Source: an optimization exercise on an open RTL-to-GDS flow (aim: small area and a short achievable clock period). Production flows keep margins and buffers that such runs may drop.
In this exercise RTL edits were held to simulation tests only and were not proved equivalent to the original.
Power figures rest on the tool's default switching activity, not on a simulated workload.

run C:
// systolic_gemm_engine
module systolic_gemm_engine #(
   parameter int ROWS = 4,
   parameter int COLS = 4,
   parameter int DW   = 8,
   parameter int AW   = 20
) (
   input  logic                 clk,
   input  logic                 rst,
   input  logic                 w_valid,
   output logic                 w_ready,
   input  logic [COLS*DW-1:0]   w_data,
   input  logic                 a_valid,
   output logic                 a_ready,
   input  logic                 a_last,
   input  logic [ROWS*DW-1:0]   a_data,
   output logic                 out_valid,
   output logic [COLS*AW-1:0]   out_data,
   output logic                 busy
);
Size: ~3000 cells after synthesis, roughly 670 flip-flops, roughly 150 I/O pins, about 0.038 mm^2 of cells after synthesis.
clock: 8.0 ns
lec_check: 0
cap_margin: 20
core_margin: 2
core_utilization: 40
cts_cluster_diameter: 100
cts_cluster_size: 24
setup_slack_margin: 4.9
slew_margin: 20
synth_hierarchical: 1
synth_minimum_keep_size: 0
tns_end_percent: 0
run.sh (not shown) runs the stock make flow with config.mk's settings and CLKGATE_MAP_FILE= SYNTH_SCRIPT=/design/flow/synth_recipe.tcl, a recipe that flattens the netlist after the stock synthesis.
Relative to run C, the following input files were edited for run D:
Settings: swapping 4.9 for 4.8 in SETUP_SLACK_MARGIN.
==> flow/flow/run.sh (new file) <==
#!/bin/bash
set -o pipefail
export BUFFER_PORTS_ARGS="-buffer_cell sky130_fd_sc_hd__buf_1"
export CTS_ARGS="-sink_clustering_enable -repair_clock_nets -sink_clustering_size 24 -sink_clustering_max_diameter 100 -dont_use_dummy_load"
bash standard.sh > standard.log 2>&1
status=$?
ls -la out > out_listing.log 2>&1
exit $status
==> flow/standard.sh (new file) <==
#!/bin/bash
# synth_recipe.tcl (not shown) runs the flow's synth.tcl, then flattens the netlist and writes it again
# the make line also repeats each setting of config.mk as NAME=value (left out here)
make -C /OpenROAD-flow-scripts/flow DESIGN_CONFIG=/design/flow/config.mk WORK_HOME=/design/flow/orfs CLKGATE_MAP_FILE= SYNTH_SCRIPT=/design/flow/synth_recipe.tcl "${@:-finish}"
removed: flow/run.sh
Findings:
Compare run D and run C | logic gate share of total power higher: run D
Relative to run C, utilization decreased by 1.5 points in run D.
Compare run D and run C | total of clock buffers placed in the layout higher: run C
Max global routing usage summed across all routing layers across run D and run C: run C
Taking run C as the reference point, the post-place setup slack of run D falls by 38 ps.

========
== the baseline ==
systolic_gemm_engine, a different RTL version from the one above (not shown whole).
Size: ~3100 cells after synthesis, ~670 flip-flops, ~150 I/O pins, ~38000 sq um of cells after synthesis.
clock: 8.0 ns
lec_check: 0
cap_margin: 20
core_margin: 2
core_utilization: 40
cts_cluster_diameter: 100
cts_cluster_size: 24
setup_slack_margin: 4.9
slew_margin: 20
synth_hierarchical: 1
synth_minimum_keep_size: 0
tns_end_percent: 0
Stock flow here: none of the scripts above is used.
The baseline reached the end of the flow, and the finished layout is clean on the timing, design-rule and antenna checks.
The inputs of the candidate differ from those of the baseline as listed below.
==> flow/flow/run.sh (new file) <==
#!/bin/bash
set -o pipefail
export BUFFER_PORTS_ARGS="-buffer_cell sky130_fd_sc_hd__buf_2"
bash standard.sh > standard.log 2>&1
status=$?
ls -la out > out_listing.log 2>&1
exit $status
==> flow/standard.sh (new file) <==
#!/bin/bash
# synth_recipe.tcl (not shown) runs the flow's synth.tcl, then flattens the netlist and writes it again
# the make line also repeats each setting of config.mk as NAME=value (left out here)
make -C /OpenROAD-flow-scripts/flow DESIGN_CONFIG=/design/flow/config.mk WORK_HOME=/design/flow/orfs CLKGATE_MAP_FILE= SYNTH_SCRIPT=/design/flow/synth_recipe.tcl "${@:-finish}"
removed: flow/run.sh
### Flow results
- From the baseline to the candidate, number of sequential cells did not move at all.
- From the baseline to the candidate the numbers moved as follows: post-route cell area held steady; signed area change from the synthesized netlist to the final layout grew by 0.18 points.
- Highest net fanout along the worst path: the candidate < the baseline
- Min final net count across the candidate and the baseline: the baseline
- Minimum setup slack in the final design (lower): the baseline
- Sort the candidate and the baseline by critical path arrival desc -> top: the baseline
- Number of clock buffers inserted by TritonCTS (the candidate vs. the baseline) increases by a few percent
- | total wire length after detailed routing | the candidate vs the baseline | worse |
- Looking at global-route usage, the candidate sits 0.51 points above the baseline.
- Combinational group share of total power down 0.2 points in the candidate wrt the baseline

========
Starting RTL as in the previous note.
clock: 8.0 ns
lec_check: 0
cap_margin: 20
core_margin: 2
core_utilization: 40
cts_cluster_diameter: 100
cts_cluster_size: 24
setup_slack_margin: 4.8
slew_margin: 20
synth_hierarchical: 1
synth_minimum_keep_size: 0
tns_end_percent: 0
standard.sh (not shown) runs the stock make flow with config.mk's settings and CLKGATE_MAP_FILE= SYNTH_SCRIPT=/design/flow/synth_recipe.tcl, a recipe that flattens the netlist after the stock synthesis.
==> flow/flow/run.sh <==
#!/bin/bash
set -o pipefail
export BUFFER_PORTS_ARGS="-buffer_cell sky130_fd_sc_hd__buf_1"
export CTS_ARGS="-sink_clustering_enable -repair_clock_nets -sink_clustering_size 24 -sink_clustering_max_diameter 100 -dont_use_dummy_load"
bash standard.sh > standard.log 2>&1
status=$?
ls -la out > out_listing.log 2>&1
exit $status
Then changed:
Settings changed: SETUP_SLACK_MARGIN 4.8 to 4.9.
Utilization increases by 1.5 points.
Wire length increases by 5.8%.
Count of clock-buffer cells in the layout increases by 1.
Hold slack improved by 0.029 ns.
Combinational power stays flat.
Sequential share of layout area decreases by 1.1 points.
Critical path depth increases by 3.
Via count increases by 2.3%.
Design area increases by 3.3%.

==> separate check: timing with driven ports <==
Ports are ideal in the flow. The routed layouts listed here were re-timed in OpenROAD. Step 1: set_driving_cell puts a clkbuf_16 on clk and a buf_2 on each other input, an assumption about the parent block. Step 2 moves the port delays by t, midway between the first and last clock arrival at a register: inputs arrive t later, outputs are due t later. That takes back most of the time a late clock gives input paths. a / b / c = ideal / step 1 / step 2; a / b = the first two.
run | t (ns) | setup slack, ns | pins driven straight from the clock port
run C | 0.663 | 4.758 / 4.758 / 4.438 | 1
run D | 0.663 | 4.748 / 4.748 / 4.748 | 1
the baseline | 0.672 | 4.759 / 4.759 / 4.422 | 1
the candidate | 0.692 | 4.857 / 4.857 / 4.849 | 1
the first run of note 3 | 0.673 | 4.727 / 4.727 / 4.727 | 1
the second run of note 3 | 0.657 | 4.814 / 4.814 / 4.814 | 1
After both steps setup and hold are still met in every run listed. The setup slack of the baseline, which loses most, moves by 0.000 ns with the drivers and by -0.337 ns with both steps.
